Context: an optimization exercise on an open-source flow, tuned for small area, a short achievable clock period and few clock cycles per item. The choices shown serve that exercise and are no tape-out recipe. Function was checked by simulation only, so behaviour that the tests miss may differ from the original. Power figures rest on the tool's default switching activity, not on a simulated workload.

[flow/design.v]
module tw_tracker #(
  parameter int unsigned TW_MEM_SIZE = 16,
  parameter int unsigned ACCID_W     = 8,
  parameter int unsigned TASKID_W    = 64
) (
  input  logic                clk,
  input  logic                rst,
  input  logic                in_valid,
  output logic                in_ready,
  input  logic                in_type,
  input  logic [TASKID_W-1:0] in_taskid,
  input  logic [ACCID_W-1:0]  in_accid,
  input  logic [31:0]         in_components,
  output logic                ack_valid,
  input  logic                ack_ready,
  output logic [ACCID_W-1:0]  ack_accid,
  output logic [7:0]          ack_code,
  output logic                full_err,
  output logic                busy
);
  localparam int unsigned N  = TW_MEM_SIZE;
  localparam int unsigned FD = 5;    
  logic [N-1:0]        ent_valid;
  logic [N-1:0]        ent_armed;
  logic [ACCID_W-1:0]  ent_accid  [N];
  logic [32:0]         ent_cnt    [N];
  logic [TASKID_W-1:0] ent_taskid [N];
  logic                a_v;
  logic                a_type;
  logic [TASKID_W-1:0] a_taskid;
  logic [ACCID_W-1:0]  a_accid;
  logic [31:0]         a_comp;
  logic [N-1:0]        a_eq;         
  logic                a_same;       
  logic                a_same2;      
  logic                b_v;
  logic                b_type;
  logic [TASKID_W-1:0] b_taskid;
  logic [ACCID_W-1:0]  b_accid;      
  logic [32:0]         b_delta;      
  logic                b_exists;     
  logic [N-1:0]        b_slot;       
  logic [32:0]         b_cnt;        
  logic                b_armed;
  logic [ACCID_W-1:0]  b_eaccid;
  logic                w_upd;        
  logic                w_done;       
  logic [N-1:0]        w_slot;
  logic [32:0]         w_cnt;
  logic                w_armed;      
  logic [ACCID_W-1:0]  w_accid;
  logic [ACCID_W-1:0]  fq [FD];
  logic [FD-1:0]       focc;         
  logic               all_used;
  logic [N-1:0]       free_oh;
  logic               drop;
  logic [N-1:0]       slot;
  logic               new_armed;
  logic [ACCID_W-1:0] new_accid;
  logic [32:0]        new_cnt;
  logic               hits_zero;
  logic               done;
  logic               upd;
  logic [32:0] ag, ap;
  always_comb begin
    ag = b_cnt & b_delta;
    ap = b_cnt ^ b_delta;
    for (int unsigned d = 1; d < 33; d = d * 2) begin
      for (int i = 32; i >= int'(d); i--) begin
        ag[i] = ag[i] | (ap[i] & ag[i - int'(d)]);
        ap[i] = ap[i] & ap[i - int'(d)];
      end
    end
    new_cnt = (b_cnt ^ b_delta) ^ {ag[31:0], 1'b0};
  end
  always_comb begin
    all_used = &ent_valid;
    free_oh  = '0;
    for (int i = N - 1; i >= 0; i--)
      if (!ent_valid[i]) free_oh = N'(1) << i;
    drop      = !b_exists && all_used;
    slot      = b_exists ? b_slot : free_oh;
    new_armed = b_type | b_armed;
    new_accid = b_type ? b_accid : b_eaccid;
    hits_zero = &(~((b_cnt ^ b_delta) ^ {(b_cnt[31:0] | b_delta[31:0]), 1'b0}));
    upd       = b_v && !drop;
    done      = upd && new_armed && hits_zero;
  end
  logic eq_b;
  assign eq_b = (b_taskid == in_taskid);
  always_ff @(posedge clk) begin
    for (int unsigned i = 0; i < N; i++)
      a_eq[i] <= (upd && slot[i]) ? eq_b : (ent_taskid[i] == in_taskid);
    a_same  <= a_v && (a_taskid == in_taskid);
    a_same2 <= upd && eq_b;
  end
  logic [N-1:0]        hit;
  logic                hit_any;
  logic [32:0]         rd_cnt;
  logic                rd_armed;
  logic [ACCID_W-1:0]  rd_accid;
  always_comb begin
    for (int unsigned i = 0; i < N; i++)
      hit[i] = ent_valid[i] && a_eq[i];
    hit_any  = |hit;
    rd_cnt   = '0;
    rd_armed = 1'b0;
    rd_accid = '0;
    for (int unsigned i = 0; i < N; i++) begin
      rd_cnt   = rd_cnt   | ({33{hit[i]}} & ent_cnt[i]);
      rd_armed = rd_armed | (hit[i] & ent_armed[i]);
      rd_accid = rd_accid | ({ACCID_W{hit[i]}} & ent_accid[i]);
    end
  end
  logic accept;
  assign accept = in_valid && in_ready;
  always_ff @(posedge clk) begin
    a_type   <= in_type;
    a_taskid <= in_taskid;
    a_accid  <= in_accid;
    a_comp   <= in_components;
    b_type   <= a_type;
    b_taskid <= a_taskid;
    b_accid  <= a_accid;
    b_delta  <= a_type ? {1'b0, a_comp} : -{1'b0, a_comp};
    if (a_same) begin
      b_exists <= upd && !done;
      b_slot   <= slot;
      b_cnt    <= new_cnt;
      b_armed  <= new_armed && !done;
      b_eaccid <= new_accid;
    end else begin
      b_exists <= hit_any;
      b_slot   <= hit;
      b_cnt    <= a_same2 ? w_cnt   : rd_cnt;
      b_armed  <= a_same2 ? w_armed : rd_armed;
      b_eaccid <= a_same2 ? w_accid : rd_accid;
    end
    w_slot  <= slot;
    w_cnt   <= new_cnt;
    w_armed <= new_armed && !done;
    w_accid <= new_accid;
  end
  always_ff @(posedge clk) begin
    if (rst) begin
      a_v    <= 1'b0;
      b_v    <= 1'b0;
      w_upd  <= 1'b0;
      w_done <= 1'b0;
    end else begin
      a_v    <= accept;
      b_v    <= a_v;
      w_upd  <= upd;
      w_done <= done;
    end
  end
  always_ff @(posedge clk) begin
    for (int unsigned i = 0; i < N; i++) begin
      if (upd && slot[i]) ent_taskid[i] <= b_taskid;
      if (w_upd && w_slot[i]) begin
        ent_cnt[i]   <= w_cnt;
        ent_armed[i] <= w_armed;
        ent_accid[i] <= w_accid;
      end
    end
  end
  always_ff @(posedge clk) begin
    if (rst) begin
      ent_valid <= '0;
    end else begin
      for (int unsigned i = 0; i < N; i++)
        if (upd && slot[i]) ent_valid[i] <= !done;
    end
  end
  logic          pop;
  logic [FD-1:0] focc_nxt;
  assign pop = ack_valid && ack_ready;
  always_comb begin
    if (w_done && !pop)      focc_nxt = {focc[FD-2:0], 1'b1};
    else if (pop && !w_done) focc_nxt = {1'b0, focc[FD-1:1]};
    else                     focc_nxt = focc;
  end
  always_ff @(posedge clk) begin
    for (int unsigned j = 0; j < FD; j++) begin
      if (pop) begin
        if (w_done && (j == FD - 1 ? focc[j] : (focc[j] && !focc[j+1]))) fq[j] <= w_accid;
        else if (j < FD - 1)                                             fq[j] <= fq[j+1];
      end else if (w_done && (j == 0 ? !focc[0] : (focc[j-1] && !focc[j]))) begin
        fq[j] <= w_accid;
      end
    end
  end
  always_ff @(posedge clk) begin
    if (rst) begin
      focc      <= '0;
      ack_valid <= 1'b0;
      full_err  <= 1'b0;
      in_ready  <= 1'b1;
      busy      <= 1'b0;
    end else begin
      focc      <= focc_nxt;
      ack_valid <= focc_nxt[0];
      if (b_v && drop) full_err <= 1'b1;
      in_ready  <= !focc_nxt[1];
      busy      <= accept || a_v || b_v || focc_nxt[0];
    end
  end
  assign ack_accid = fq[0];
  assign ack_code  = 8'h01;
endmodule
[flow/run.sh]
#!/bin/bash
# synth_recipe.tcl (not shown) runs the flow's synth.tcl, then flattens the netlist and writes it again
# the make line also repeats each setting of config.mk as NAME=value (left out here)
make -C /OpenROAD-flow-scripts/flow DESIGN_CONFIG=/design/flow/config.mk WORK_HOME=/design/flow/orfs CLKGATE_MAP_FILE= SYNTH_SCRIPT=/design/flow/synth_recipe.tcl finish
[flow/config.mk]
export PLATFORM = sky130hd
export DESIGN_NAME = tw_tracker
export DESIGN_NICKNAME = tw_tracker
export VERILOG_FILES = /design/flow/design.v
export SDC_FILE = /design/flow/constraint.sdc
export NUM_CORES = 4
export LEC_CHECK = 0
export ABC_CLOCK_PERIOD_IN_PS = 2500
export CAP_MARGIN = 20
export CORE_MARGIN = 2
export CORE_UTILIZATION = 55
export SETUP_SLACK_MARGIN = 4.2
export SLEW_MARGIN = 20
[flow/constraint.sdc]
create_clock -name core_clock -period 7.0 [get_ports {clk}]
set_input_delay 1.4000 -clock core_clock [delete_from_list [all_inputs] [get_ports {clk}]]
set_output_delay 1.4000 -clock core_clock [all_outputs]
set_load 0.01 [all_outputs]
==> flow_summary_export.csv, run 1 <==
group,metric,value,unit
cells_and_area,n_fill_cell,10220,
worst_hold_path,hp-class,"reg2reg",
worst_setup_path,timing.rr.end,"ent_taskid[14][23]",
cells_and_area,final_nets,6154,
worst_setup_path,worst-r2r-cell-count,12,
timing,period_needed,2978,ps
floorplan,core,148200,µm²
logic_synthesis,synth_cell_types,64,
timing,tightest_slew,1542,ps
logic_synthesis,syn_inst,5319,
run_status,violations,"capacitance limit, slew limit",
placement,dpl_worst_slack,2189,ps
routing,detail_route.iter0.violations,8006,
timing,rsz0062_at_grt,"yes",
logic_synthesis,netlist.area_leader.share,62.47,%
worst_setup_path,path_max_fanout,6,
logic_synthesis,yosys_warnings,5,
placement,dpl.hpwl,181.7,mm
worst_setup_path,cpMaxStageDelayCell,"or4_4",
logic_synthesis,ys_ff_latch,2110,
placement,globalplace.congestion,0.9789,
worst_setup_path,r2r_start,"ent_valid[5]",
timing,drv_slew,6,
routing,first_pass_iters,6,
logic_synthesis,netlist_area,82290,µm²
timing,maxSlewHeadroom,-2.793,%
logic_synthesis,synthArstFlopShare,0,%
logic_synthesis,syn_area_per_cell,15.47,µm²
routing,antenna_left,0,
run_status,status,"failed layout checks",
worst_setup_path,crit_end,"ent_taskid[14][23]",
cells_and_area,syn_to_final_growth,23.01,%
logic_synthesis,synth.most_common_cell,"edfxtp_1",
worst_setup_path,cp.depth,12,
global_route,grt_pass1_wl,417.3,mm
placement,portBuffers,120,
power,power.density,266.6,nW/µm²
timing,finalSetupTns,0,ps
clock_tree,ctsLongestPathBuffers,3,
routing,route.detailed.drc,0,
routing,routed_wl,324.4,mm
logic_synthesis,synth_commonest_cells,"edfxtp_1 (1,712), xor2_1 (829), xnor2_1 (407)",
worst_setup_path,cp_num_buf_inv,7,
power,power,26.99,mW
worst_setup_path,crit_path_cell_trace,"inv_1, or4_4, or4_4, nor2_4, buf_6, a21boi_4, buf_12, nand2_8, clkinvlp_4, buf_8, buf_12, buf_16",
clock_tree,ctsHtreeMaxLevel,4,
clock_tree,cts.reportedPaths.clkPinSlew,60,ps
worst_setup_path,worstSetupPathType,"reg2reg",
routing,wl_per_cell,40.01,µm
worst_setup_path,required,7590,ps
clock_tree,ctsHoldBuffers,0,
clock_tree,cts.root.buffer_cell,"clkbuf_16",
run,maxCapViolCount,1,
timing,clock.fmax,335.8,MHz
worst_setup_path,critPathTopFamily,"simple AND/OR/NAND/NOR gates",
logic_synthesis,synthFlopType,"edfxtp_1",
worst_setup_path,startpoint_type,"register",
worst_hold_path,min-delay-start,"a_accid[2]",
timing,finalCritPeriodShare,42.54,%
logic_synthesis,yosysTopAreaCell,"edfxtp_1",
timing,fin_skew,30.85,ps
worst_setup_path,arrival,3570,ps
floorplan,die_area,152700,µm²
cells_and_area,multi_input_area,23200,µm²
cells_and_area,regArea,59440,µm²
floorplan,start_util,55.53,%
power,p_leak,34.82,nW
power,ir_drop,0.2657,mV
cells_and_area,drive_above_1_share,20.73,%
worst_setup_path,critPathMaxStageDelay,560,ps
floorplan,ios,129,
worst_setup_path,end_kind,"register",
global_route,grt_usage,40.83,%
logic_synthesis,synth-edff-count,1712,
floorplan,die_w,390.8,µm
global_route,grt_max_degree,57,
clock_tree,numCtsBuffers,208,
floorplan,die_y,390.8,µm
routing,vias,53510,
clock_tree,clock_latency,850,ps
global_route,grt_overflow_total,0,
timing,hold_violations,0,
worst_setup_path,startpoint,"ent_valid[5]",
logic_synthesis,synthTopCellsByArea,"edfxtp_1 (62%), dfxtp_1 (9.7%), xor2_1 (8.8%)",
worst_setup_path,regToRegSetupSlack,4020,ps
clock_tree,cts_num_sinks,2110,
routing,routed_via_density,6.599,
clock_tree,cts_tree,"yes",
floorplan,row_count,141,
timing,fin_ws,4022,ps
global_route,antenna_found_initial,28,
logic_synthesis,synth_seq_area_share,72.15,%
timing,final-setup-viol-count,0,
global_route,grt_pass1_vias,49040,
metal layers:
metal	part of all wire, %	GRT usage, %	vias to the layer above	wire length [µm]
li1	-	-	21260	-
met1	34	50.46	26890	108700
met2	44	62.53	4175	144100
met3	12	8.853	1181	38440
met4	10	32.47	14	33040
met5	0.035	0	-	114
state kept, by name (all words and copies together), names as in the netlist, 5 cells and up:
name,count
b_accid,8
a_taskid,64
ent_cnt,528
b_slot,16
a_accid,8
ent_accid,128
b_eaccid,8
fq,40
w_slot,16
a_comp,32
ent_valid,16
focc,5
b_taskid,64
a_eq,16
ent_taskid,1024
b_delta,33
w_cnt,33
b_cnt,33
w_accid,8
ent_armed,16
area by class of cell:
| cell class | instances | share of cell area [%] |
|---|---|---|
| clock inverters | 101 | 1.078 |
| well taps | 1930 | 2.385 |
| multi-input cells | 2832 | 22.91 |
| diodes | 18 | 0.04450 |
| flip-flops and latches | 2110 | 58.72 |
| clock buffers | 293 | 5.742 |
| repair inverters | 24 | 0.2917 |
| inverters | 119 | 0.6304 |
| repair buffers | 682 | 8.191 |
worst min-delay path by stage:
stage	end	slack [ps]	cells after the start
3_3_place_gp	b_accid[7]	310	0
6_report	b_accid[2]	330	0
5_1_grt	b_accid[2]	330	0
3_5_place_dp	b_accid[2]	310	0
2_1_floorplan	b_accid[0]	310	0
4_1_cts	b_accid[2]	330	0
cells by family (layout without fill, tap and decap cells):
kind of cell / Yosys count / after routing / share of synthesized area, %
muxes: 53 / 53 / 0.6918
buffers and inverters: 389 / 1219 / 1.823
and+or+nand+nor: 786 / 791 / 5.233
adders and majority gates: 68 / 68 / 1.043
xor gates and xnor gates: 1236 / 1236 / 13.15
AOI/OAI and AO/OA: 675 / 676 / 5.890
other: 2 / 26 / 0.009126
DFF: 2110 / 2110 / 72.15
placed cells by master (no fill, tap or decap), drive strengths merged, types with 45 or more instances in the layout:
cell and instances:
a31oi 45, clkbuf 337, buf 570, a21oi 140, nor2 146, a221oi 125
nand2 100, dfxtp 398, xor2 829, clkdlybuf4s50 47, inv 127, clkinv 85
edfxtp 1712, xnor2 407, nor4 247, ha 67, a22o 125, nand4 157
o21ai 56, a22oi 88
report_power, final:
part,leakage (nW),internal [mW],switching [mW]
Sequential,18.8,13.7,0.214
Combinational,12.7,0.566,1.11
Clock,3.36,6.44,4.93
repair_timing:
| item | CTS | global route |
|---|---|---|
| cloned | 40 | 61 |
| buffers inserted | 171 | 101 |
| setup endpoints to repair | 1124 | 934 |
| resized for setup | 590 | 234 |
| pin swaps | 63 | 60 |
per-stage QoR:
| step | util (%) | std cells | hold slack (ps) | instance area, µm² |
|---|---|---|---|---|
| global route | 68.28 | 8094 | 331.3 | 101200 |
| detailed placement | 58.50 | 7324 | 314.7 | 86700 |
| finish | 68.31 | 8109 | 327.9 | 101200 |
| CTS | 66.31 | 7929 | 328.8 | 98270 |
| global placement | 58.44 | 7321 | 310.5 | 86600 |
| floorplan | - | 5325 | 309.6 | 82590 |
Testbench counts, summed over its fixed seeds: cycles 24,033, items 24,000.
==> run 2: changes to the inputs <==
--- a/flow/config.mk
+++ b/flow/config.mk
@@ -9,5 +9,5 @@
 export CAP_MARGIN = 20
 export CORE_MARGIN = 2
 export CORE_UTILIZATION = 55
-export SETUP_SLACK_MARGIN = 4.2
+export SETUP_SLACK_MARGIN = 4.5
 export SLEW_MARGIN = 20
==> flow_summary_export.csv, run 2 <==
group,metric,value,unit
routing,wl_per_cell,40.37,µm
logic_synthesis,synth_cell_types,64,
run_status,violations,"capacitance limit, slew limit",
power,clkPwrFrac,40.9,%
logic_synthesis,synth_seq_area_share,72.15,%
cells_and_area,n_fill_cell,9381,
timing,finalCritPeriodShare,49.59,%
power,p_seq_share,51.9,%
cells_and_area,drive_above_1_share,25.83,%
global_route,grt_usage,43.28,%
worst_setup_path,end_kind,"register",
timing,period_needed,3471,ps
run_status,status,"failed layout checks",
cells_and_area,regMostFlops,"ent_taskid",
routing,routed_wl,335.3,mm
routing,antenna_left,0,
timing,final-setup-viol-count,0,
routing,detail_route.iter0.violations,7705,
timing,fin_ws,3529,ps
floorplan,start_util,55.53,%
timing,finalSetupTns,0,ps
worst_setup_path,cp.depth,8,
timing,tightest_slew,1743,ps
power,ir_drop,0.2766,mV
global_route,antenna_found_initial,25,
global_route,grt_overflow_total,0,
worst_setup_path,critPathMaxStageDelay,1420,ps
logic_synthesis,ys_ff_latch,2110,
worst_setup_path,startpoint_type,"input pin",
power,switchingPower,6.196,mW
placement,dpl_worst_slack,2035,ps
floorplan,row_count,141,
clock_tree,ctsHtreeMaxLevel,4,
global_route,grt_pass1_wl,439.2,mm
global_route,grt_max_degree,70,
routing,vias,54450,
worst_hold_path,hold-path-cell-count,0,
logic_synthesis,syn_area_per_cell,15.47,µm²
run,maxCapViolCount,1,
power,combPwrFrac,7.2,%
floorplan,die_y,390.8,µm
logic_synthesis,syn_inst,5319,
timing,hold_violations,0,
logic_synthesis,netlist_area,82290,µm²
clock_tree,clock_latency,830,ps
timing,clock.fmax,288.1,MHz
floorplan,ios,129,
clock_tree,cts.root.buffer_cell,"clkbuf_16",
floorplan,die_w,390.8,µm
logic_synthesis,synthArstFlopShare,0,%
worst_setup_path,required,7760,ps
routing,routed_via_density,6.557,
routing,first_pass_iters,6,
worst_setup_path,crit_path_cell_trace,"clkdlybuf4s15_2, buf_12, xor2_1, nor4_1, nand4_1, nor4_2, nand2_2, o21ai_1",
cells_and_area,syn_to_final_growth,29.09,%
clock_tree,cts_num_sinks,2110,
worst_setup_path,critPathTopFamily,"simple AND/OR/NAND/NOR gates",
cells_and_area,largest_register_ffs,1024,
logic_synthesis,synth_commonest_cells,"edfxtp_1 (1,712), xor2_1 (829), xnor2_1 (407)",
cells_and_area,largestRegisters,"ent_taskid (1024), ent_cnt (528), ent_accid (128)",
clock_tree,ctsHoldBuffers,0,
floorplan,die_area,152700,µm²
clock_tree,ctsLongestPathBuffers,3,
logic_synthesis,synthTopCellsByArea,"edfxtp_1 (62%), dfxtp_1 (9.7%), xor2_1 (8.8%)",
floorplan,core,148200,µm²
placement,portBuffers,120,
logic_synthesis,yosysTopAreaCell,"edfxtp_1",
logic_synthesis,synth.most_common_cell,"edfxtp_1",
logic_synthesis,synth-edff-count,1712,
power,p_leak,37.02,nW
clock_tree,cts.reportedPaths.clkPinSlew,60,ps
power,swShare,23.09,%
clock_tree,cts_tree,"yes",
logic_synthesis,yosys_warnings,5,
cells_and_area,final_common_cell,"edfxtp_1",
worst_setup_path,worst-r2r-cell-count,10,
power,internal_power,20.64,mW
cells_and_area,final_nets,6361,
placement,dpl.hpwl,174.2,mm
timing,rsz0062_at_grt,"yes",
logic_synthesis,netlist.area_leader.share,62.47,%
worst_setup_path,arrival,4230,ps
worst_setup_path,cpMaxStageDelayCell,"nor4_1",
worst_setup_path,worstSetupPathType,"in2reg",
placement,globalplace.congestion,0.9560,
worst_hold_path,hp-class,"reg2reg",
timing,drv_slew,2,
clock_tree,numCtsBuffers,209,
cells_and_area,final_cell_mix,"edfxtp_1 (1,712), xor2_1 (814), buf_4 (359)",
power,power.density,252.6,nW/µm²
global_route,grt_pass1_vias,50320,
worst_setup_path,cp_num_buf_inv,2,
timing,fin_skew,34.91,ps
worst_setup_path,path_max_fanout,10,
logic_synthesis,synthFlopType,"edfxtp_1",
routing,route.detailed.drc,0,
timing,maxSlewHeadroom,-17.25,%
[run 2: cell counts after synthesis]
No cell type changed its count.
[run 2: cell families after synthesis]
kind of cell               count (synthesis)  share of synthesized area [%]
DFF                                     2110                          72.15
xor gates and xnor gates                1236                          13.15
and+or+nand+nor                          786                          5.233
AOI/OAI and AO/OA                        675                          5.890
buffers and inverters                    389                          1.823
adders and majority gates                 68                          1.043
muxes                                     53                         0.6918
other                                      2                       0.009126
[run 2: power groups by stage]
stage / Sequential [mW] / Clock [mW] / Combinational [mW]
after floorplan: 14.2 / 0 / 0.764
after global placement: 14.2 / 0 / 1.37
after detailed placement: 14.2 / 0 / 1.38
after CTS: 13.9 / 11.0 / 1.75
after global routing: 13.9 / 11.5 / 1.93
final: 13.9 / 11.0 / 1.94
[run 2: final cells by class]
type / count / area (µm²) / area share [%]
Clock inverter: 97 / 721.9 / 0.6796
Sequential cell: 2110 / 59500 / 56.01
Antenna cell: 11 / 27.53 / 0.02591
Multi-Input combinational cell: 2834 / 24530 / 23.09
Timing Repair Buffer: 894 / 12190 / 11.47
Tap cell: 1930 / 2415 / 2.273
Timing Repair inverter: 16 / 297.8 / 0.2803
Clock buffer: 294 / 5888 / 5.543
Inverter: 119 / 656.9 / 0.6184
[run 2: layer usage]
layer  global-route usage [%]  routed length, µm  vias up
met5                        0                131        -
met3                    13.40              41430     1294
li1                         -                  -    21670
met1                    51.16             109100    27240
met4                    34.24              34610       20
met2                    65.87             150000     4228
[run 2: final timing paths]
path | start | endpoint | slack, ps
setup / recovery | in_taskid[23] | a_eq[6] | 3530
hold reg to reg | a_accid[1] | b_accid[1] | 330
setup reg to reg | ent_valid[3] | ent_valid[2] | 3910
hold / removal | a_accid[1] | b_accid[1] | 330
[run 2: per-stage QoR]
step,total power [mW],hold slack [ps],cell area (µm²),utilization [%],std cells
4_1_cts,26.63,326.2,103100,69.60,8123
5_1_grt,27.34,326.9,106200,71.67,8294
3_3_place_gp,15.56,313.0,86900,58.64,7319
2_1_floorplan,14.92,309.6,84660,-,5325
3_5_place_dp,15.57,315.0,86970,58.69,7322
6_report,26.83,325.4,106200,71.68,8305
[run 2: timing repair]
item                        CTS  global route
gates cloned                110            32
pin swaps                   134           121
setup endpoints to repair  1149          1135
hold endpoints to repair      0             0
buffers inserted            300           138
resized for setup          1072           285
==> run 3: changes to the inputs <==
--- a/flow/design.v
+++ b/flow/design.v
@@ -30,7 +30,10 @@
   logic [TASKID_W-1:0] a_taskid;
   logic [ACCID_W-1:0]  a_accid;
   logic [31:0]         a_comp;
-  logic [N-1:0]        a_eq;         
+  logic [N-1:0]        a_eq_lo;      
+  logic [N-1:0]        a_eq_hi;      
+  logic [N-1:0]        a_fix;        
+  logic                a_eqb;        
   logic                a_same;       
   logic                a_same2;      
   logic                b_v;
@@ -89,8 +92,12 @@
   logic eq_b;
   assign eq_b = (b_taskid == in_taskid);
   always_ff @(posedge clk) begin
-    for (int unsigned i = 0; i < N; i++)
-      a_eq[i] <= (upd && slot[i]) ? eq_b : (ent_taskid[i] == in_taskid);
+    for (int unsigned i = 0; i < N; i++) begin
+      a_eq_lo[i] <= (ent_taskid[i][TASKID_W/2-1:0] == in_taskid[TASKID_W/2-1:0]);
+      a_eq_hi[i] <= (ent_taskid[i][TASKID_W-1:TASKID_W/2] == in_taskid[TASKID_W-1:TASKID_W/2]);
+    end
+    a_fix   <= upd ? slot : '0;
+    a_eqb   <= eq_b;
     a_same  <= a_v && (a_taskid == in_taskid);
     a_same2 <= upd && eq_b;
   end
@@ -101,7 +108,7 @@
   logic [ACCID_W-1:0]  rd_accid;
   always_comb begin
     for (int unsigned i = 0; i < N; i++)
-      hit[i] = ent_valid[i] && a_eq[i];
+      hit[i] = ent_valid[i] && (a_fix[i] ? a_eqb : (a_eq_lo[i] && a_eq_hi[i]));
     hit_any  = |hit;
     rd_cnt   = '0;
     rd_armed = 1'b0;
--- a/flow/config.mk
+++ b/flow/config.mk
@@ -6,8 +6,8 @@
 export NUM_CORES = 4
 export LEC_CHECK = 0
 export ABC_CLOCK_PERIOD_IN_PS = 2500
-export CAP_MARGIN = 20
+export CAP_MARGIN = 35
 export CORE_MARGIN = 2
 export CORE_UTILIZATION = 55
-export SETUP_SLACK_MARGIN = 4.5
-export SLEW_MARGIN = 20
+export SETUP_SLACK_MARGIN = 4.2
+export SLEW_MARGIN = 35
==> flow_summary_export.csv, run 3 <==
group,metric,value,unit
run_status,status,"complete, no violations",
global_route,grt_usage,32.42,%
logic_synthesis,syn_inst,5339,
logic_synthesis,synthTopCellsByArea,"edfxtp_1 (62%), xor2_1 (12%), dfxtp_1 (10%)",
worst_setup_path,required,7710,ps
timing,rsz0062_at_grt,"yes",
cells_and_area,final_cell_area,96980,µm²
worst_hold_path,holdPathEnd,"b_accid[2]",
placement,dpl_worst_slack,2604,ps
timing,fin_skew,29.48,ps
logic_synthesis,synth-edff-count,1712,
logic_synthesis,synth_cell_types,77,
routing,vias,48260,
cells_and_area,final_cell_mix,"edfxtp_1 (1,712), xor2_1 (1,169), dfxtp_1 (388)",
logic_synthesis,synth.most_common_cell,"edfxtp_1",
placement,place_area,87530,µm²
timing,finalCritPeriodShare,41.69,%
logic_synthesis,synthArstFlopShare,0,%
routing,routed_via_density,6.087,
clock_tree,cts_num_sinks,2143,
logic_synthesis,ys_ff_latch,2143,
logic_synthesis,synthFlopType,"edfxtp_1",
clock_tree,cts_tree,"yes",
cells_and_area,final_common_cell,"edfxtp_1",
cells_and_area,drive_above_1_share,15.38,%
routing,dr.max_layer_used,"met5",
logic_synthesis,netlist_area,83130,µm²
worst_setup_path,startpoint_type,"register",
routing,route.detailed.drc,0,
worst_setup_path,worstSetupPathType,"reg2reg",
timing,clock.fmax,342.7,MHz
timing,finalSetupTns,0,ps
routing,antenna_left,0,
global_route,grt_overflow_total,0,
floorplan,row_count,142,
placement,dpl.hpwl,142.8,mm
power,swShare,21.93,%
placement,globalplace.congestion,0.8331,
timing,drv_slew,0,
power,p_leak,33.41,nW
timing,tightest_slew,1007,ps
routing,routed_wl,251.8,mm
logic_synthesis,syn_area_per_cell,15.57,µm²
routing,wl_met2,122.5,mm
timing,final-setup-viol-count,0,
power,ir_drop,0.2154,mV
cells_and_area,syn_to_final_growth,16.65,%
worst_setup_path,path_max_fanout,3,
clock_tree,cts.reportedPaths.clkPinSlew,60,ps
global_route,grt_pass1_wl,348.7,mm
power,internal_power,20.77,mW
worst_hold_path,hold-path-cell-count,0,
timing,hold_violations,0,
placement,portBuffers,120,
cells_and_area,final_nets,5899,
timing,fin_ws,4082,ps
routing,first_pass_iters,6,
clock_tree,ctsLongestPathBuffers,3,
power,p_seq_share,53.2,%
floorplan,die_area,154300,µm²
worst_hold_path,hp-class,"reg2reg",
timing,maxSlewHeadroom,32.24,%
logic_synthesis,synth_seq_area_share,72.22,%
placement,dp.cells,7396,
worst_setup_path,end_kind,"register",
floorplan,core,150000,µm²
clock_tree,numCtsBuffers,212,
clock_tree,ctsHtreeMaxLevel,4,
run,maxCapViolCount,0,
cells_and_area,regMostFlops,"ent_taskid",
global_route,grt_max_degree,66,
routing,wl_per_cell,31.76,µm
global_route,antenna_found_initial,7,
logic_synthesis,synth_commonest_cells,"edfxtp_1 (1,712), xor2_1 (1,173), dfxtp_1 (431)",
worst_setup_path,worst-r2r-cell-count,13,
routing,wl_met3,19.33,mm
worst_setup_path,arrival,3620,ps
routing,detail_route.iter0.violations,4905,
worst_setup_path,r2r_start,"b_delta[0]",
worst_hold_path,min-delay-start,"a_accid[2]",
cells_and_area,largestRegisters,"ent_taskid (1024), ent_cnt (528), ent_accid (128)",
cells_and_area,finalNonFillerCells,7929,
worst_setup_path,regToRegSetupSlack,4080,ps
logic_synthesis,yosysTopAreaCell,"edfxtp_1",
power,power.density,274.4,nW/µm²
logic_synthesis,yosys_warnings,5,
clock_tree,cts.root.buffer_cell,"clkbuf_16",
logic_synthesis,netlist.area_leader.share,61.84,%
routing,m1WireLength,100.2,mm
power,combPwrFrac,4.6,%
worst_setup_path,timing.rr.end,"b_cnt[32]",
floorplan,die_w,392.8,µm
clock_tree,clock_latency,830,ps
timing,period_needed,2918,ps
floorplan,die_y,392.8,µm
global_route,grt_pass1_vias,46350,
floorplan,ios,129,
power,clkPwrFrac,42.2,%
cells_and_area,largest_register_ffs,1024,
floorplan,start_util,55.44,%
timing,holdWs,320.9,ps
power,switchingPower,5.837,mW
-- run 3: cell types whose count changed in the layout (fill, tap and decap cells not counted), sizes merged, moves of 10 or more --
cell / delta
dfxtp: +33
buf: -501
nand4: -77
nor4: +54
xor2: +344
diode: -10
xnor2: -335
clkinv: -30
and3: +40
clkdlybuf4s50: +39
-- run 3: critical path, stage by stage, from the launching register on --
cell	delay, ps
dfxtp_4	370
ha_4	140
inv_2	30
fa_2	330
nand2b_4	150
a21o_1	170
a21o_1	240
o21ai_4	210
a21oi_4	100
o41ai_4	300
a41oi_2	200
xor2_2	210
buf_6	150
a21o_1	180
-- run 3: logic make-up (layout without fill, tap and decap cells) --
| logic type | after synthesis | count (layout) | share of synthesized area, % |
|---|---|---|---|
| compound gates | 673 | 673 | 5.865 |
| mux | 46 | 46 | 0.6035 |
| other cells | 2 | 9 | 0.009034 |
| flops | 2143 | 2143 | 72.22 |
| buf+inv | 367 | 925 | 1.788 |
| xor+xnor | 1245 | 1245 | 13.12 |
| fa+ha+maj | 68 | 68 | 1.032 |
| simple gates | 795 | 804 | 5.368 |
-- run 3: power by group through the flow --
stage	registers [mW]	clock network, mW	logic [mW]
2_1_floorplan	14.3	0	0.599
5_1_grt	14.2	11.8	1.29
4_1_cts	14.1	11.3	1.17
6_report	14.1	11.2	1.23
3_5_place_dp	14.4	0	1.11
3_3_place_gp	14.4	0	1.11
-- run 3: how the worst max path moves through the flow --
stage	from	to	cells after the start
after floorplan	b_exists	ent_valid[14]	10
after global placement	in_taskid[22]	a_eq_lo[9]	6
after detailed placement	in_taskid[34]	a_same2	7
after CTS	b_delta[0]	b_cnt[32]	13
after global routing	b_delta[0]	b_cnt[32]	13
final	b_delta[0]	b_cnt[32]	13
-- run 3: area by class of cell --
class | instances | area, µm²
antenna | 1 | 2.502
fill | 11060 | 52980
clock inverter | 88 | 724.4
multi-input combinational | 2844 | 22730
clock buffer | 316 | 6157
timing repair buffer | 420 | 4329
inverter | 101 | 379.1
tap | 2016 | 2522
sequential | 2143 | 60130
-- run 3: stage by stage --
step	power (mW)	util (%)
after CTS	26.64	63.80
final	26.61	64.67
after global placement	15.52	58.20
after global routing	27.29	64.67
after detailed placement	15.54	58.37
after floorplan	14.95	-
-- run 3: layer usage --
metal,vias up,track usage [%]
met1,24960,43.90
li1,20730,-
met2,2167,53.52
met3,403,4.631
met4,2,11.93
met5,-,0
-- run 3: what timing repair did --
item                       4_1_cts  5_1_grt
buffers inserted                41       69
setup endpoints to repair     1145      625
pin swaps                       32       40
gates cloned                     9        6
hold buffers                     0        0
resized for setup              258      171
hold endpoints to repair         0        0
Testbench counts of run 3, summed over its fixed seeds: cycles 24,033, items 24,000.
==> run 4: changes to the inputs <==
--- a/flow/config.mk
+++ b/flow/config.mk
@@ -9,5 +9,5 @@
 export CAP_MARGIN = 35
 export CORE_MARGIN = 2
 export CORE_UTILIZATION = 55
-export SETUP_SLACK_MARGIN = 4.2
+export SETUP_SLACK_MARGIN = 4.4
 export SLEW_MARGIN = 35
==> flow_summary_export.csv, run 4 <==
group,metric,value,unit
run_status,status,"complete, no violations",
worst_setup_path,required,7720,ps
worst_setup_path,critPathTopFamily,"compound AO/OA/AOI/OAI gates",
timing,drv_slew,0,
timing,period_needed,2873,ps
logic_synthesis,netlist_area,83130,µm²
timing,clock.fmax,348.0,MHz
logic_synthesis,yosys_warnings,5,
cells_and_area,final_cell_mix,"edfxtp_1 (1,712), xor2_1 (1,167), dfxtp_1 (369)",
routing,route.detailed.drc,0,
timing,maxSlewHeadroom,35.18,%
logic_synthesis,synth-edff-count,1712,
global_route,grt_overflow_total,0,
worst_setup_path,cp.depth,14,
cells_and_area,regMostFlops,"ent_taskid",
routing,dr.max_layer_used,"met4",
cells_and_area,n_fill_cell,10530,
timing,finalCritPeriodShare,41.05,%
clock_tree,clock_latency,840,ps
cells_and_area,syn_to_final_growth,22.04,%
logic_synthesis,yosysTopAreaCell,"edfxtp_1",
routing,wl_met2,126.6,mm
logic_synthesis,synthArstFlopShare,0,%
worst_setup_path,worstSetupPathType,"reg2reg",
placement,dpl.hpwl,146.9,mm
clock_tree,cts_tree,"yes",
logic_synthesis,synth_seq_area_share,72.22,%
logic_synthesis,syn_inst,5339,
worst_setup_path,cpMaxStageDelayCell,"dfxtp_4",
worst_setup_path,arrival,3590,ps
timing,finalSetupTns,0,ps
power,ir_drop,0.2438,mV
floorplan,die_area,154300,µm²
timing,fin_skew,34.62,ps
timing,rsz0062_at_grt,"yes",
worst_setup_path,path_max_fanout,2,
routing,routed_via_density,6.125,
placement,dpl_worst_slack,2611,ps
cells_and_area,final_nets,6177,
logic_synthesis,synth.most_common_cell,"edfxtp_1",
worst_setup_path,startpoint,"b_delta[0]",
cells_and_area,multi_input_area,23600,µm²
worst_setup_path,timing.rr.end,"b_cnt[28]",
floorplan,ios,129,
logic_synthesis,netlist.area_leader.share,61.84,%
cells_and_area,final_common_cell,"edfxtp_1",
timing,final-setup-viol-count,0,
clock_tree,ctsHoldBuffers,0,
clock_tree,ctsHtreeMaxLevel,4,
timing,holdWs,325.8,ps
placement,portBuffers,120,
clock_tree,cts_num_sinks,2143,
global_route,grt_max_degree,65,
timing,hold_violations,0,
clock_tree,numCtsBuffers,212,
worst_hold_path,hp-class,"reg2reg",
global_route,grt_pass1_vias,47250,
cells_and_area,regArea,60150,µm²
worst_setup_path,worst-r2r-cell-count,14,
clock_tree,cts.root.buffer_cell,"clkbuf_16",
routing,wl_per_cell,32.84,µm
timing,fin_ws,4127,ps
routing,wl_met3,25.23,mm
logic_synthesis,ys_ff_latch,2143,
power,p_leak,35.53,nW
routing,routed_wl,269.4,mm
floorplan,start_util,55.44,%
global_route,grt_usage,33.61,%
floorplan,die_y,392.8,µm
worst_setup_path,cp_num_buf_inv,3,
floorplan,core,150000,µm²
cells_and_area,largest_register_ffs,1024,
logic_synthesis,synth_cell_types,77,
clock_tree,cts.reportedPaths.clkPinSlew,60,ps
worst_setup_path,end_kind,"register",
cells_and_area,fin_util,67.66,%
clock_tree,ctsLongestPathBuffers,3,
cells_and_area,drive_above_1_share,20.78,%
timing,tightest_slew,969.0,ps
worst_setup_path,crit_end,"b_cnt[28]",
worst_setup_path,crit_path_cell_trace,"ha_4, inv_2, fa_2, nand2b_4, a21o_1, a21o_1, o21ai_4, a21oi_4, o41ai_4, buf_4, a21oi_4, xnor2_2, buf_12, a21o_1",
routing,vias,50240,
logic_synthesis,synth_commonest_cells,"edfxtp_1 (1,712), xor2_1 (1,173), dfxtp_1 (431)",
logic_synthesis,synthFlopType,"edfxtp_1",
power,power.density,262.7,nW/µm²
worst_setup_path,startpoint_type,"register",
floorplan,die_w,392.8,µm
global_route,antenna_found_initial,6,
global_route,grt_pass1_wl,360.3,mm
routing,detail_route.iter0.violations,6152,
routing,antenna_left,0,
logic_synthesis,syn_area_per_cell,15.57,µm²
worst_setup_path,critPathMaxStageDelay,370,ps
routing,first_pass_iters,6,
power,power,26.65,mW
logic_synthesis,synthTopCellsByArea,"edfxtp_1 (62%), xor2_1 (12%), dfxtp_1 (10%)",
cells_and_area,largestRegisters,"ent_taskid (1024), ent_cnt (528), ent_accid (128)",
worst_setup_path,r2r_start,"b_delta[0]",
floorplan,row_count,142,
worst_setup_path,crit_path_frequent_cell,"a21o_1",
run,maxCapViolCount,0,
worst_setup_path,regToRegSetupSlack,4130,ps
placement,globalplace.congestion,0.8539,
routing,m1WireLength,104.0,mm
[run 4: cell count changes in the layout (fill, tap and decap cells not counted), moves of 22 or more]
| cell | previous run | this run |
|---|---|---|
| buf_12 | 47 | 103 |
| buf_4 | 197 | 337 |
| buf_6 | 31 | 60 |
| clkbuf_16 | 223 | 248 |
| dfxtp_2 | 27 | 49 |
| nor4_1 | 266 | 234 |
| nor4_2 | 33 | 55 |
[run 4: power breakdown]
| part | leakage (nW) | internal [mW] | switching [mW] |
|---|---|---|---|
| sequential | 19.0 | 13.9 | 0.266 |
| combinational | 13.2 | 0.535 | 0.822 |
| clock | 3.31 | 6.29 | 4.80 |
[run 4: how the worst min path moves through the flow]
stage | slack (ps) | cells after the start | startpoint | to
detailed placement | 310 | 0 | a_accid[0] | b_accid[0]
CTS | 330 | 0 | a_accid[4] | b_accid[4]
floorplan | 310 | 0 | a_accid[0] | b_accid[0]
finish | 330 | 0 | a_accid[4] | b_accid[4]
global route | 330 | 0 | a_accid[0] | b_accid[0]
global placement | 310 | 0 | a_accid[2] | b_accid[2]
[run 4: layout make-up]
type / instances / share of cell area [%]
Antenna cell: 3 / 0.007399
Clock buffer: 323 / 6.101
Clock inverter: 74 / 0.5599
Inverter: 101 / 0.3737
Multi-Input combinational cell: 2853 / 23.26
Sequential cell: 2143 / 59.28
Tap cell: 2016 / 2.486
Timing Repair Buffer: 689 / 7.926
[run 4: cells by family after synthesis]
group / Yosys count / share of synthesized area (%)
multiplexers: 46 / 0.6035
buffers and inverters: 367 / 1.788
AND/OR/NAND/NOR: 795 / 5.368
flip-flops: 2143 / 72.22
AO/OA/AOI/OAI: 673 / 5.865
XOR/XNOR: 1245 / 13.12
other: 2 / 0.009034
adder cells (fa/ha/maj): 68 / 1.032
[run 4: per-stage QoR]
stage | area [µm²] | std cells
2_1_floorplan | 83570 | 5345
3_3_place_gp | 87250 | 7384
3_5_place_dp | 87490 | 7390
4_1_cts | 97920 | 7966
5_1_grt | 101500 | 8199
6_report | 101500 | 8202
[run 4: routing by layer]
metal / up-vias / global-route usage, %
li1: 21310 / -
met1: 25880 / 45.64
met2: 2529 / 53.92
met3: 526 / 5.752
met4: 0 / 13.94
met5: - / 0
[run 4: timing repair]
action | in CTS | in global routing
setup endpoints to repair | 1160 | 697
cloned | 23 | 44
endpoints found under the hold margin | 0 | 0
setup buffers | 156 | 189
pin swaps | 88 | 74
resized for setup | 535 | 237
==> run 5: changes to the inputs <==
--- a/flow/config.mk
+++ b/flow/config.mk
@@ -9,5 +9,7 @@
 export CAP_MARGIN = 35
 export CORE_MARGIN = 2
 export CORE_UTILIZATION = 55
-export SETUP_SLACK_MARGIN = 4.4
+export CTS_CLUSTER_DIAMETER = 60
+export CTS_CLUSTER_SIZE = 22
+export SETUP_SLACK_MARGIN = 4.3
 export SLEW_MARGIN = 35
==> flow_summary_export.csv, run 5 <==
group,metric,value,unit
run_status,status,"complete, no violations",
cells_and_area,final_cell_mix,"edfxtp_1 (1,712), xor2_1 (1,167), dfxtp_1 (381)",
power,p_leak,33.21,nW
cells_and_area,drive_above_1_share,17.16,%
logic_synthesis,syn_area_per_cell,15.57,µm²
placement,dp.cells,7395,
timing,hold_violations,0,
logic_synthesis,ys_ff_latch,2143,
cells_and_area,syn_to_final_growth,16.32,%
clock_tree,clock_latency,800,ps
logic_synthesis,synth_cell_types,77,
worst_setup_path,critPathTopFamily,"compound AO/OA/AOI/OAI gates",
cells_and_area,regArea,60130,µm²
worst_setup_path,startpoint_type,"register",
clock_tree,cts_num_sinks,2143,
clock_tree,numCtsBuffers,144,
logic_synthesis,netlist.area_leader.share,61.84,%
floorplan,die_y,392.8,µm
timing,fin_ws,4147,ps
timing,maxSlewHeadroom,33.91,%
global_route,grt_usage,33.64,%
routing,first_pass_iters,6,
routing,antenna_left,0,
cells_and_area,largest_register_ffs,1024,
worst_setup_path,critPathMaxStageDelay,380,ps
worst_setup_path,cpMaxStageDelayCell,"dfxtp_1",
worst_setup_path,required,7670,ps
floorplan,start_util,55.44,%
clock_tree,cts.reportedPaths.clkPinSlew,80,ps
cells_and_area,final_common_cell,"edfxtp_1",
worst_setup_path,cp_num_buf_inv,2,
worst_setup_path,regToRegSetupSlack,4150,ps
routing,route.detailed.drc,0,
logic_synthesis,synth_seq_area_share,72.22,%
power,ir_drop,0.2223,mV
worst_setup_path,crit_end,"b_cnt[32]",
cells_and_area,largestRegisters,"ent_taskid (1024), ent_cnt (528), ent_accid (128)",
worst_setup_path,startpoint,"b_cnt[0]",
routing,detail_route.iter0.violations,6187,
timing,final-setup-viol-count,0,
worst_setup_path,crit_path_cell_trace,"ha_4, inv_2, fa_2, nand2b_4, a21o_1, a21o_1, o21ai_4, a21oi_4, o41ai_4, a41oi_2, xor2_2, buf_6, a21o_1",
cells_and_area,multi_input_area,23210,µm²
floorplan,die_area,154300,µm²
logic_synthesis,yosys_warnings,5,
worst_setup_path,arrival,3530,ps
floorplan,ios,129,
worst_hold_path,hp-class,"reg2reg",
clock_tree,ctsHoldBuffers,0,
timing,finalCritPeriodShare,40.76,%
timing,rsz0062_at_grt,"yes",
placement,globalplace.congestion,0.8726,
worst_setup_path,timing.rr.end,"b_cnt[32]",
worst_setup_path,crit_path_frequent_cell,"a21o_1",
placement,portBuffers,120,
routing,routed_wl,260.9,mm
clock_tree,cts_tree,"yes",
clock_tree,cts.root.buffer_cell,"clkbuf_16",
global_route,antenna_found_initial,6,
logic_synthesis,syn_inst,5339,
logic_synthesis,yosysTopAreaCell,"edfxtp_1",
worst_setup_path,r2r_start,"b_cnt[0]",
global_route,grt_max_degree,66,
cells_and_area,regMostFlops,"ent_taskid",
worst_setup_path,path_max_fanout,2,
cells_and_area,final_nets,5919,
timing,clock.fmax,350.5,MHz
routing,routed_via_density,6.179,
global_route,grt_pass1_wl,359.4,mm
power,power,24.70,mW
global_route,grt_overflow_total,0,
routing,vias,48700,
routing,wl_per_cell,33.10,µm
logic_synthesis,synth_commonest_cells,"edfxtp_1 (1,712), xor2_1 (1,173), dfxtp_1 (431)",
logic_synthesis,synthTopCellsByArea,"edfxtp_1 (62%), xor2_1 (12%), dfxtp_1 (10%)",
worst_setup_path,worst-r2r-cell-count,13,
logic_synthesis,synthFlopType,"edfxtp_1",
logic_synthesis,synthArstFlopShare,0,%
timing,drv_slew,0,
timing,fin_skew,35.73,ps
timing,period_needed,2853,ps
clock_tree,ctsLongestPathBuffers,3,
cells_and_area,finalNonFillerCells,7881,
worst_setup_path,worstSetupPathType,"reg2reg",
placement,dpl.hpwl,149.6,mm
floorplan,die_w,392.8,µm
power,power.density,255.4,nW/µm²
global_route,grt_pass1_vias,46310,
cells_and_area,n_fill_cell,10970,
logic_synthesis,synth.most_common_cell,"edfxtp_1",
floorplan,row_count,142,
run,maxCapViolCount,0,
clock_tree,ctsHtreeMaxLevel,4,
logic_synthesis,synth-edff-count,1712,
worst_setup_path,cp.depth,13,
floorplan,core,150000,µm²
timing,tightest_slew,984.8,ps
timing,finalSetupTns,0,ps
worst_setup_path,end_kind,"register",
logic_synthesis,netlist_area,83130,µm²
placement,dpl_worst_slack,2620,ps
run 5: cell counts after synthesis:
Identical to the previous run, type by type.
run 5: final cells by class:
class                           instances  share of cell area (%)
Multi-Input combinational cell       2845                   24.00
Clock buffer                          174                   4.114
Timing Repair Buffer                  507                   5.611
Clock inverter                         91                   1.086
Tap cell                             2016                   2.608
Inverter                              101                  0.3920
Antenna cell                            4                 0.01035
Sequential cell                      2143                   62.18
run 5: kinds of logic after synthesis:
| logic type | share of synthesized area [%] |
|---|---|
| xor+xnor | 13.12 |
| other cells | 0.009034 |
| flops | 72.22 |
| buf+inv | 1.788 |
| simple gates | 5.368 |
| mux | 0.6035 |
| compound gates | 5.865 |
| fa+ha+maj | 1.032 |
run 5: worst min-delay path by stage:
| stage | endpoint | slack [ps] | start | cells past startpoint |
|---|---|---|---|---|
| floorplan | b_accid[0] | 310 | a_accid[0] | 0 |
| global placement | b_accid[0] | 310 | a_accid[0] | 0 |
| detailed placement | b_accid[2] | 310 | a_accid[2] | 0 |
| CTS | b_accid[4] | 330 | a_accid[4] | 0 |
| global route | b_accid[2] | 340 | a_accid[2] | 0 |
| finish | b_accid[4] | 330 | a_accid[4] | 0 |
run 5: routing by layer:
metal	vias to the layer above	part of all wire [%]	GRT usage, %
met4	0	4.0	10.80
li1	20710	-	-
met2	2453	48	54.99
met1	25120	39	46.48
met5	-	0	0
met3	414	8.5	5.133
run 5: metrics by stage:
| step | util (%) | cell area [µm²] | hold WS (ps) |
|---|---|---|---|
| final | 64.49 | 96700 | 332.1 |
| after CTS | 63.43 | 95110 | 330.3 |
| after floorplan | - | 83360 | 309.6 |
| after global routing | 64.48 | 96690 | 335.9 |
| after global placement | 58.21 | 87280 | 311.8 |
| after detailed placement | 58.34 | 87480 | 312.1 |
run 5: what timing repair did:
item	4_1_cts	5_1_grt
cloned	16	6
resized for setup	422	194
pin swaps	56	52
buffers inserted	119	73
setup endpoints to repair	1154	560
run 5: power by group:
group / leakage [nW] / switching (mW) / internal (mW)
logic: 11.7 / 0.817 / 0.472
registers: 19.0 / 0.246 / 13.9
clock network: 2.45 / 4.62 / 4.64
==> run 6: changes to the inputs <==
--- a/flow/config.mk
+++ b/flow/config.mk
@@ -11,5 +11,6 @@
 export CORE_UTILIZATION = 55
 export CTS_CLUSTER_DIAMETER = 60
 export CTS_CLUSTER_SIZE = 22
+export PLACE_DENSITY = 0.7
 export SETUP_SLACK_MARGIN = 4.3
 export SLEW_MARGIN = 35
==> flow_summary_export.csv, run 6 <==
group,metric,value,unit
run_status,status,"complete, no violations",
clock_tree,cts.root.buffer_cell,"clkbuf_16",
worst_hold_path,hp-class,"reg2reg",
timing,finalSetupTns,0,ps
clock_tree,cts_tree,"yes",
timing,fin_ws,4122,ps
logic_synthesis,yosys_warnings,5,
worst_setup_path,worstSetupPathType,"reg2reg",
logic_synthesis,syn_inst,5339,
floorplan,die_w,392.8,µm
global_route,antenna_found_initial,8,
logic_synthesis,synth_commonest_cells,"edfxtp_1 (1,712), xor2_1 (1,173), dfxtp_1 (431)",
cells_and_area,regMostFlops,"ent_taskid",
routing,routed_via_density,6.263,
worst_setup_path,crit_path_frequent_cell,"a21o_1",
logic_synthesis,netlist_area,83130,µm²
routing,first_pass_iters,6,
worst_setup_path,cp_num_buf_inv,3,
worst_setup_path,end_kind,"register",
worst_setup_path,cpMaxStageDelayCell,"fa_2",
global_route,grt_overflow_total,0,
routing,wl_per_cell,31.78,µm
run,maxCapViolCount,0,
timing,rsz0062_at_grt,"yes",
cells_and_area,drive_above_1_share,15.10,%
clock_tree,clock_latency,810,ps
worst_setup_path,startpoint,"b_delta[0]",
floorplan,ios,129,
logic_synthesis,ys_ff_latch,2143,
clock_tree,numCtsBuffers,135,
timing,holdWs,328.4,ps
power,p_leak,32.48,nW
global_route,grt_pass1_wl,338.7,mm
cells_and_area,final_nets,5821,
worst_setup_path,critPathMaxStageDelay,400,ps
clock_tree,cts.reportedPaths.clkPinSlew,80,ps
power,ir_drop,0.2626,mV
placement,portBuffers,120,
placement,globalplace.congestion,0.8474,
worst_setup_path,crit_path_cell_trace,"ha_4, inv_2, fa_2, nand2b_4, a21o_1, a21o_1, o21ai_4, a21oi_4, buf_6, o31ai_4, a311oi_2, xnor2_1, buf_4, o21a_1",
clock_tree,cts_num_sinks,2143,
logic_synthesis,synthTopCellsByArea,"edfxtp_1 (62%), xor2_1 (12%), dfxtp_1 (10%)",
logic_synthesis,synth-edff-count,1712,
logic_synthesis,synth_seq_area_share,72.22,%
worst_hold_path,min-delay-start,"a_accid[4]",
timing,maxSlewHeadroom,32.68,%
placement,dpl.hpwl,131.5,mm
worst_setup_path,critPathTopFamily,"compound AO/OA/AOI/OAI gates",
power,power.density,252.8,nW/µm²
cells_and_area,syn_to_final_growth,14.75,%
floorplan,die_y,392.8,µm
timing,tightest_slew,1003,ps
floorplan,start_util,55.44,%
logic_synthesis,synthFlopType,"edfxtp_1",
worst_setup_path,path_max_fanout,2,
routing,routed_wl,247.1,mm
cells_and_area,final_cell_mix,"edfxtp_1 (1,712), xor2_1 (1,170), dfxtp_1 (363)",
logic_synthesis,synth_cell_types,77,
worst_setup_path,startpoint_type,"register",
logic_synthesis,synthArstFlopShare,0,%
timing,drv_slew,0,
logic_synthesis,yosysTopAreaCell,"edfxtp_1",
routing,vias,48700,
global_route,grt_pass1_vias,46750,
routing,route.detailed.drc,0,
cells_and_area,n_fill_cell,10540,
worst_setup_path,arrival,3580,ps
logic_synthesis,syn_area_per_cell,15.57,µm²
timing,fin_skew,35.18,ps
floorplan,die_area,154300,µm²
placement,dpl_worst_slack,2796,ps
clock_tree,ctsHtreeMaxLevel,4,
timing,period_needed,2878,ps
worst_setup_path,required,7700,ps
timing,finalCritPeriodShare,41.11,%
logic_synthesis,netlist.area_leader.share,61.84,%
floorplan,core,150000,µm²
floorplan,row_count,142,
cells_and_area,largest_register_ffs,1024,
timing,clock.fmax,347.5,MHz
global_route,grt_usage,31.17,%
logic_synthesis,synth.most_common_cell,"edfxtp_1",
worst_setup_path,r2r_start,"b_delta[0]",
timing,final-setup-viol-count,0,
clock_tree,ctsLongestPathBuffers,3,
routing,antenna_left,0,
cells_and_area,largestRegisters,"ent_taskid (1024), ent_cnt (528), ent_accid (128)",
timing,hold_violations,0,
cells_and_area,final_common_cell,"edfxtp_1",
routing,detail_route.iter0.violations,6296,
global_route,grt_max_degree,66,
run 6: where the power goes:
| part | leakage, nW | internal (mW) | switching (mW) |
|---|---|---|---|
| sequential | 19.0 | 13.9 | 0.272 |
| combinational | 11.2 | 0.441 | 0.734 |
| clock | 2.28 | 4.32 | 4.44 |
run 6: path summary, 6_finish.rpt:
| kind | cells after the start | slack [ps] | end |
|---|---|---|---|
| min reg2reg | 0 | 330 | b_accid[4] |
| max | 14 | 4120 | b_cnt[30] |
| min | 0 | 330 | b_accid[4] |
| max reg2reg | 14 | 4120 | b_cnt[30] |
run 6: layout make-up:
cell class,instances,area (µm²),area share (%)
Clock buffer,173,3761,3.943
Clock inverter,76,889.6,0.9325
Timing Repair Buffer,413,4639,4.863
Tap cell,2016,2522,2.644
Antenna cell,4,10.01,0.01049
Multi-Input combinational cell,2850,23030,24.14
Inverter,101,380.4,0.3987
Sequential cell,2143,60160,63.06
run 6: routing by layer:
| metal | up-vias | track usage, % | wire, µm |
|---|---|---|---|
| met4 | 2 | 12.89 | 12630 |
| met1 | 24660 | 41.95 | 91330 |
| li1 | 20510 | - | - |
| met5 | - | 0 | 15 |
| met3 | 537 | 5.706 | 26950 |
| met2 | 3000 | 50.16 | 116200 |
run 6: cells by family after synthesis:
logic type | Yosys count | share of synthesized area (%)
DFF | 2143 | 72.22
buffers and inverters | 367 | 1.788
AOI/OAI and AO/OA | 673 | 5.865
and+or+nand+nor | 795 | 5.368
adders and majority gates | 68 | 1.032
other | 2 | 0.009034
xor gates and xnor gates | 1245 | 13.12
muxes | 46 | 0.6035
run 6: per-stage QoR:
| stage | utilization, % | instances | total power, mW | cell area [µm²] |
|---|---|---|---|---|
| finish | 63.62 | 7776 | 24.12 | 95400 |
| global route | 63.61 | 7772 | 24.69 | 95390 |
| CTS | 62.60 | 7693 | 24.05 | 93880 |
| detailed placement | 58.15 | 7357 | 15.49 | 87200 |
| global placement | 58.01 | 7350 | 15.47 | 86980 |
| floorplan | - | 5345 | 14.95 | 83360 |
run 6: worst register-to-register path, delay by kind of cell, from the launching register on:
kind | cells | cell delay, ps
AO/OA/AOI/OAI | 7 | 1240
XOR/XNOR | 1 | 140
adder cells (fa/ha/maj) | 2 | 540
buffers and inverters | 3 | 330
flip-flops | 1 | 370
AND/OR/NAND/NOR | 1 | 160
run 6: repair_timing:
| action | 4_1_cts | 5_1_grt |
|---|---|---|
| buffers inserted | 64 | 65 |
| endpoints found under the setup margin | 1149 | 654 |
| resized for setup | 342 | 177 |
| gates cloned | 23 | 13 |
| pin swaps | 50 | 46 |
| hold buffers | 0 | 0 |
==> run 7: changes to the inputs <==
--- a/flow/config.mk
+++ b/flow/config.mk
@@ -10,7 +10,6 @@
 export CORE_MARGIN = 2
 export CORE_UTILIZATION = 55
 export CTS_CLUSTER_DIAMETER = 60
-export CTS_CLUSTER_SIZE = 22
-export PLACE_DENSITY = 0.7
+export CTS_CLUSTER_SIZE = 26
 export SETUP_SLACK_MARGIN = 4.3
 export SLEW_MARGIN = 35
==> flow_summary_export.csv, run 7 <==
group,metric,value,unit
global_route,grt_usage,33.48,%
global_route,grt-busiest-layer,"met2",
power,ir_drop,0.2618,mV
timing,final-setup-viol-count,0,
floorplan,die_w,392.8,µm
clock_tree,numCtsBuffers,144,
cells_and_area,syn_to_final_growth,16.68,%
global_route,grt_pass1_wl,357.5,mm
timing,rsz0062_at_grt,"yes",
worst_setup_path,r2r_start,"b_cnt[0]",
timing,finalSetupTns,0,ps
cells_and_area,drive_above_1_share,17.43,%
placement,dpl.hpwl,149.6,mm
routing,routed_via_density,6.186,
worst_setup_path,cp.depth,14,
clock_tree,cts_tree,"yes",
floorplan,start_util,55.44,%
logic_synthesis,synth_commonest_cells,"edfxtp_1 (1,712), xor2_1 (1,173), dfxtp_1 (431)",
logic_synthesis,synthFlopType,"edfxtp_1",
timing,maxSlewHeadroom,30.82,%
routing,antenna_left,0,
cells_and_area,final_cell_mix,"edfxtp_1 (1,712), xor2_1 (1,167), dfxtp_1 (380)",
global_route,grtUsageMet2,54.88,%
worst_setup_path,timing.rr.end,"b_cnt[30]",
power,swShare,23.37,%
logic_synthesis,synth.most_common_cell,"edfxtp_1",
clock_tree,cts.reportedPaths.clkPinSlew,90,ps
logic_synthesis,syn_area_per_cell,15.57,µm²
timing,fin_ws,4172,ps
logic_synthesis,netlist.area_leader.share,61.84,%
worst_setup_path,end_kind,"register",
clock_tree,cts_num_sinks,2143,
routing,first_pass_iters,5,
power,p_seq_share,57.0,%
worst_setup_path,startpoint,"b_cnt[0]",
cells_and_area,largestRegisters,"ent_taskid (1024), ent_cnt (528), ent_accid (128)",
cells_and_area,finalNonFillerCells,7890,
placement,dpl_worst_slack,2620,ps
logic_synthesis,syn_inst,5339,
clock_tree,clock_latency,810,ps
timing,tightest_slew,1031,ps
routing,vias,48810,
worst_setup_path,critPathTopFamily,"compound AO/OA/AOI/OAI gates",
logic_synthesis,synth_seq_area_share,72.22,%
routing,wl_per_cell,33.41,µm
cells_and_area,largest_register_ffs,1024,
timing,clock.fmax,353.7,MHz
power,internal_power,19.04,mW
timing,hold_violations,0,
routing,routed_wl,263.6,mm
timing,period_needed,2828,ps
power,power.density,256.1,nW/µm²
global_route,met1_usage,45.86,%
worst_setup_path,regToRegSetupSlack,4170,ps
clock_tree,ctsHtreeMaxLevel,4,
floorplan,core,150000,µm²
clock_tree,ctsLongestPathBuffers,3,
logic_synthesis,synth_cell_types,77,
floorplan,ios,129,
worst_setup_path,worstSetupPathType,"reg2reg",
global_route,grt_overflow_total,0,
worst_setup_path,required,7700,ps
cells_and_area,regMostFlops,"ent_taskid",
worst_setup_path,cpMaxStageDelayCell,"dfxtp_1",
worst_setup_path,startpoint_type,"register",
logic_synthesis,yosysTopAreaCell,"edfxtp_1",
worst_setup_path,crit_path_cell_trace,"ha_4, inv_2, fa_2, nand2b_4, a21o_1, a21o_1, o21ai_4, a21oi_4, buf_6, o31ai_4, a311oi_2, xnor2_1, buf_4, o21a_1",
worst_setup_path,path_max_fanout,3,
worst_setup_path,crit_end,"b_cnt[30]",
clock_tree,cts.root.buffer_cell,"clkbuf_16",
cells_and_area,final_nets,5923,
worst_setup_path,worst-r2r-cell-count,14,
logic_synthesis,synth-edff-count,1712,
placement,globalplace.congestion,0.8726,
worst_setup_path,arrival,3530,ps
floorplan,row_count,142,
worst_hold_path,hp-class,"reg2reg",
power,clkPwrFrac,37.8,%
power,switchingPower,5.806,mW
placement,portBuffers,120,
timing,finalCritPeriodShare,40.39,%
global_route,grtUsageMet3,5.310,%
logic_synthesis,netlist_area,83130,µm²
placement,dp.cells,7395,
timing,drv_slew,0,
logic_synthesis,ys_ff_latch,2143,
global_route,grt_max_degree,66,
run_status,status,"complete, no violations",
power,p_leak,33.33,nW
timing,fin_skew,44.33,ps
floorplan,die_y,392.8,µm
worst_setup_path,critPathMaxStageDelay,380,ps
routing,detail_route.iter0.violations,6011,
worst_setup_path,crit_path_frequent_cell,"a21o_1",
floorplan,die_area,154300,µm²
run,maxCapViolCount,0,
cells_and_area,final_common_cell,"edfxtp_1",
routing,route.detailed.drc,0,
logic_synthesis,yosys_warnings,5,
logic_synthesis,synthTopCellsByArea,"edfxtp_1 (62%), xor2_1 (12%), dfxtp_1 (10%)",
global_route,grt_pass1_vias,46110,
logic_synthesis,synthArstFlopShare,0,%
power,combPwrFrac,5.2,%
global_route,antenna_found_initial,11,
worst_setup_path,cp_num_buf_inv,3,
-- run 7: worst min-delay path by stage --
stage          startpoint         end  slack [ps]  depth (start not counted)
5_1_grt        a_accid[2]  b_accid[2]         340                          0
4_1_cts        a_accid[4]  b_accid[4]         330                          0
6_report       a_accid[4]  b_accid[4]         330                          0
3_5_place_dp   a_accid[2]  b_accid[2]         310                          0
2_1_floorplan  a_accid[0]  b_accid[0]         310                          0
3_3_place_gp   a_accid[0]  b_accid[0]         310                          0
-- run 7: stage by stage --
stage	utilization, %	area (µm²)	power [mW]	hold slack [ps]
after floorplan	-	83360	14.95	309.6
after global placement	58.21	87280	15.54	311.8
after detailed placement	58.34	87480	15.56	312.1
after CTS	63.38	95030	24.84	332.1
after global routing	64.68	96980	25.45	339.1
final	64.69	97000	24.84	331.5
-- run 7: logic make-up after synthesis --
logic type	synth area share, %
xor gates and xnor gates	13.12
other	0.009034
buffers and inverters	1.788
muxes	0.6035
and+or+nand+nor	5.368
AOI/OAI and AO/OA	5.865
DFF	72.22
adders and majority gates	1.032
-- run 7: power by group through the flow --
stage / combinational, mW / sequential [mW] / clock [mW]
finish: 1.29 / 14.2 / 9.40
global placement: 1.11 / 14.4 / 0
detailed placement: 1.11 / 14.4 / 0
floorplan: 0.604 / 14.3 / 0
CTS: 1.20 / 14.2 / 9.49
global route: 1.34 / 14.2 / 9.93
-- run 7: timing repair --
action                                 in CTS  in global routing
buffers inserted                          108                 78
cloned                                     13                 20
pin swaps                                  53                 59
resized for setup                         412                222
hold buffers                                0                  0
endpoints found under the hold margin       0                  0
setup endpoints to repair                1154                657
-- run 7: cell type report --
| cell class | count | area [µm²] |
|---|---|---|
| Antenna cell | 6 | 15.01 |
| Fill cell | 10940 | 52960 |
| Clock buffer | 166 | 3929 |
| Clock inverter | 102 | 1231 |
| Sequential cell | 2143 | 60130 |
| Multi-Input combinational cell | 2846 | 23280 |
| Inverter | 101 | 379.1 |
| Timing Repair Buffer | 510 | 5507 |
| Tap cell | 2016 | 2522 |
-- run 7: layer usage --
layer | share of wire, % | vias to the layer above
met2 | 48 | 2391
met3 | 8.3 | 416
met5 | 0.015 | -
met4 | 3.8 | 6
met1 | 40 | 25280
li1 | - | 20720
==> run 8: changes to the inputs <==
--- a/flow/config.mk
+++ b/flow/config.mk
@@ -11,5 +11,6 @@
 export CORE_UTILIZATION = 55
 export CTS_CLUSTER_DIAMETER = 60
 export CTS_CLUSTER_SIZE = 26
+export PLACE_DENSITY = 0.7
 export SETUP_SLACK_MARGIN = 4.3
 export SLEW_MARGIN = 35
==> flow_summary_export.csv, run 8 <==
group,metric,value,unit
clock_tree,cts.reportedPaths.clkPinSlew,100,ps
logic_synthesis,netlist.area_leader.share,61.84,%
logic_synthesis,synth-simple-area-share,5.368,%
cells_and_area,regArea,60160,µm²
timing,fin_ws,4073,ps
logic_synthesis,synth_seq_area_share,72.22,%
floorplan,die_area,154300,µm²
clock_tree,clock_latency,810,ps
worst_setup_path,startpoint,"b_delta[0]",
floorplan,core,150000,µm²
timing,period_needed,2927,ps
logic_synthesis,synth-edff-count,1712,
logic_synthesis,synthTopCellsByArea,"edfxtp_1 (62%), xor2_1 (12%), dfxtp_1 (10%)",
clock_tree,cts_tree,"yes",
cells_and_area,final_common_cell,"edfxtp_1",
timing,finalCritPeriodShare,41.82,%
timing,rsz0062_at_grt,"yes",
timing,final-setup-viol-count,0,
global_route,grt_pass1_wl,337.3,mm
clock_tree,ctsLongestPathBuffers,3,
timing,fin_skew,37.23,ps
worst_setup_path,path_max_fanout,2,
worst_setup_path,regToRegSetupSlack,4070,ps
placement,globalplace.congestion,0.8474,
timing,clock.fmax,341.6,MHz
worst_setup_path,cpMaxStageDelayCell,"dfxtp_4",
worst_setup_path,required,7690,ps
timing,hold_violations,0,
worst_setup_path,timing.rr.end,"b_cnt[28]",
worst_hold_path,hp-class,"reg2reg",
routing,detail_route.iter0.violations,6520,
placement,portBuffers,120,
power,ir_drop,0.2691,mV
power,p_leak,32.51,nW
clock_tree,numCtsBuffers,130,
cells_and_area,drive_above_1_share,15.33,%
logic_synthesis,synthArstFlopShare,0,%
logic_synthesis,yosysTopAreaCell,"edfxtp_1",
clock_tree,ctsHoldBuffers,0,
logic_synthesis,syn_inst,5339,
power,power.density,253.3,nW/µm²
worst_setup_path,startpoint_type,"register",
timing,drv_slew,0,
timing,maxSlewHeadroom,34.35,%
placement,place_area,87200,µm²
logic_synthesis,syn_area_per_cell,15.57,µm²
logic_synthesis,netlist_area,83130,µm²
worst_setup_path,worstSetupPathType,"reg2reg",
cells_and_area,n_fill_cell,10520,
logic_synthesis,synth_top_family_by_area,"XOR/XNOR gates",
clock_tree,cts.root.buffer_cell,"clkbuf_16",
worst_setup_path,crit_path_cell_trace,"ha_4, inv_2, fa_2, nand2b_4, a21o_1, a21o_1, o21ai_4, a21oi_4, o41ai_4, buf_4, a21oi_4, xnor2_2, buf_6, a21o_1",
routing,vias,48950,
floorplan,ios,129,
cells_and_area,final_cell_area,95460,µm²
power,switchingPower,5.590,mW
floorplan,start_util,55.44,%
run_status,status,"complete, no violations",
cells_and_area,largestRegisters,"ent_taskid (1024), ent_cnt (528), ent_accid (128)",
floorplan,row_count,142,
logic_synthesis,synth_xor_area_share,13.12,%
run,maxCapViolCount,0,
worst_setup_path,end_kind,"register",
cells_and_area,multi_input_area,23050,µm²
floorplan,die_w,392.8,µm
logic_synthesis,synthAdderAreaFrac,1.032,%
logic_synthesis,synthMuxAreaShare,0.6035,%
logic_synthesis,yosys_warnings,5,
global_route,grt_overflow_total,0,
power,p_seq_share,58.6,%
logic_synthesis,synth_cell_types,77,
==> run 8: power groups by stage <==
stage          sequential, mW  combinational [mW]  clock, mW
2_1_floorplan            14.3               0.604          0
3_3_place_gp             14.5                1.01          0
3_5_place_dp             14.5                1.02          0
4_1_cts                  14.2                1.09       8.85
5_1_grt                  14.2                1.22       9.31
6_report                 14.2                1.17       8.83
==> run 8: layer usage <==
metal	wire length, µm	GRT usage [%]
met1	91630	41.87
met2	116500	49.42
met3	26880	5.656
met4	12260	13.48
met5	11	0
==> run 8: cell families (layout without fill, tap and decap cells) <==
group | Yosys count | count (layout)
XOR/XNOR | 1245 | 1245
other | 2 | 14
flip-flops | 2143 | 2143
multiplexers | 46 | 46
AND/OR/NAND/NOR | 795 | 812
AO/OA/AOI/OAI | 673 | 673
adder cells (fa/ha/maj) | 68 | 68
buffers and inverters | 367 | 757
==> run 8: area by class of cell <==
cell class / instances / area share, %
inverter: 101 / 0.4011
clock buffer: 148 / 3.722
tap: 2016 / 2.642
multi-input combinational: 2852 / 24.14
sequential: 2143 / 63.02
timing repair buffer: 414 / 4.832
antenna: 6 / 0.01573
clock inverter: 94 / 1.227
==> run 8: worst min path at each step <==
stage | to
final | b_accid[5]
after global routing | b_accid[5]
after CTS | b_accid[5]
after detailed placement | b_accid[4]
after global placement | b_accid[4]
after floorplan | b_accid[0]
==> run 8: critical path, delay by kind of cell (launching register included) <==
kind | cells | cell delay, ps
adders and majority gates | 2 | 510
DFF | 1 | 380
buffers and inverters | 3 | 370
and+or+nand+nor | 1 | 160
xor gates and xnor gates | 1 | 150
AOI/OAI and AO/OA | 7 | 1220
==> run 8: what timing repair did <==
action                     in CTS  in global routing
buffers inserted               63                 70
setup endpoints to repair    1149                546
pin swaps                      53                 48
cloned                         19                 17
resized for setup             336                181
==> run 8: through the flow <==
stage,power [mW],cells,utilization [%]
floorplan,14.95,5345,-
global placement,15.47,7350,58.01
detailed placement,15.49,7357,58.15
CTS,24.12,7681,62.61
global route,24.74,7768,63.65
finish,24.18,7774,63.66
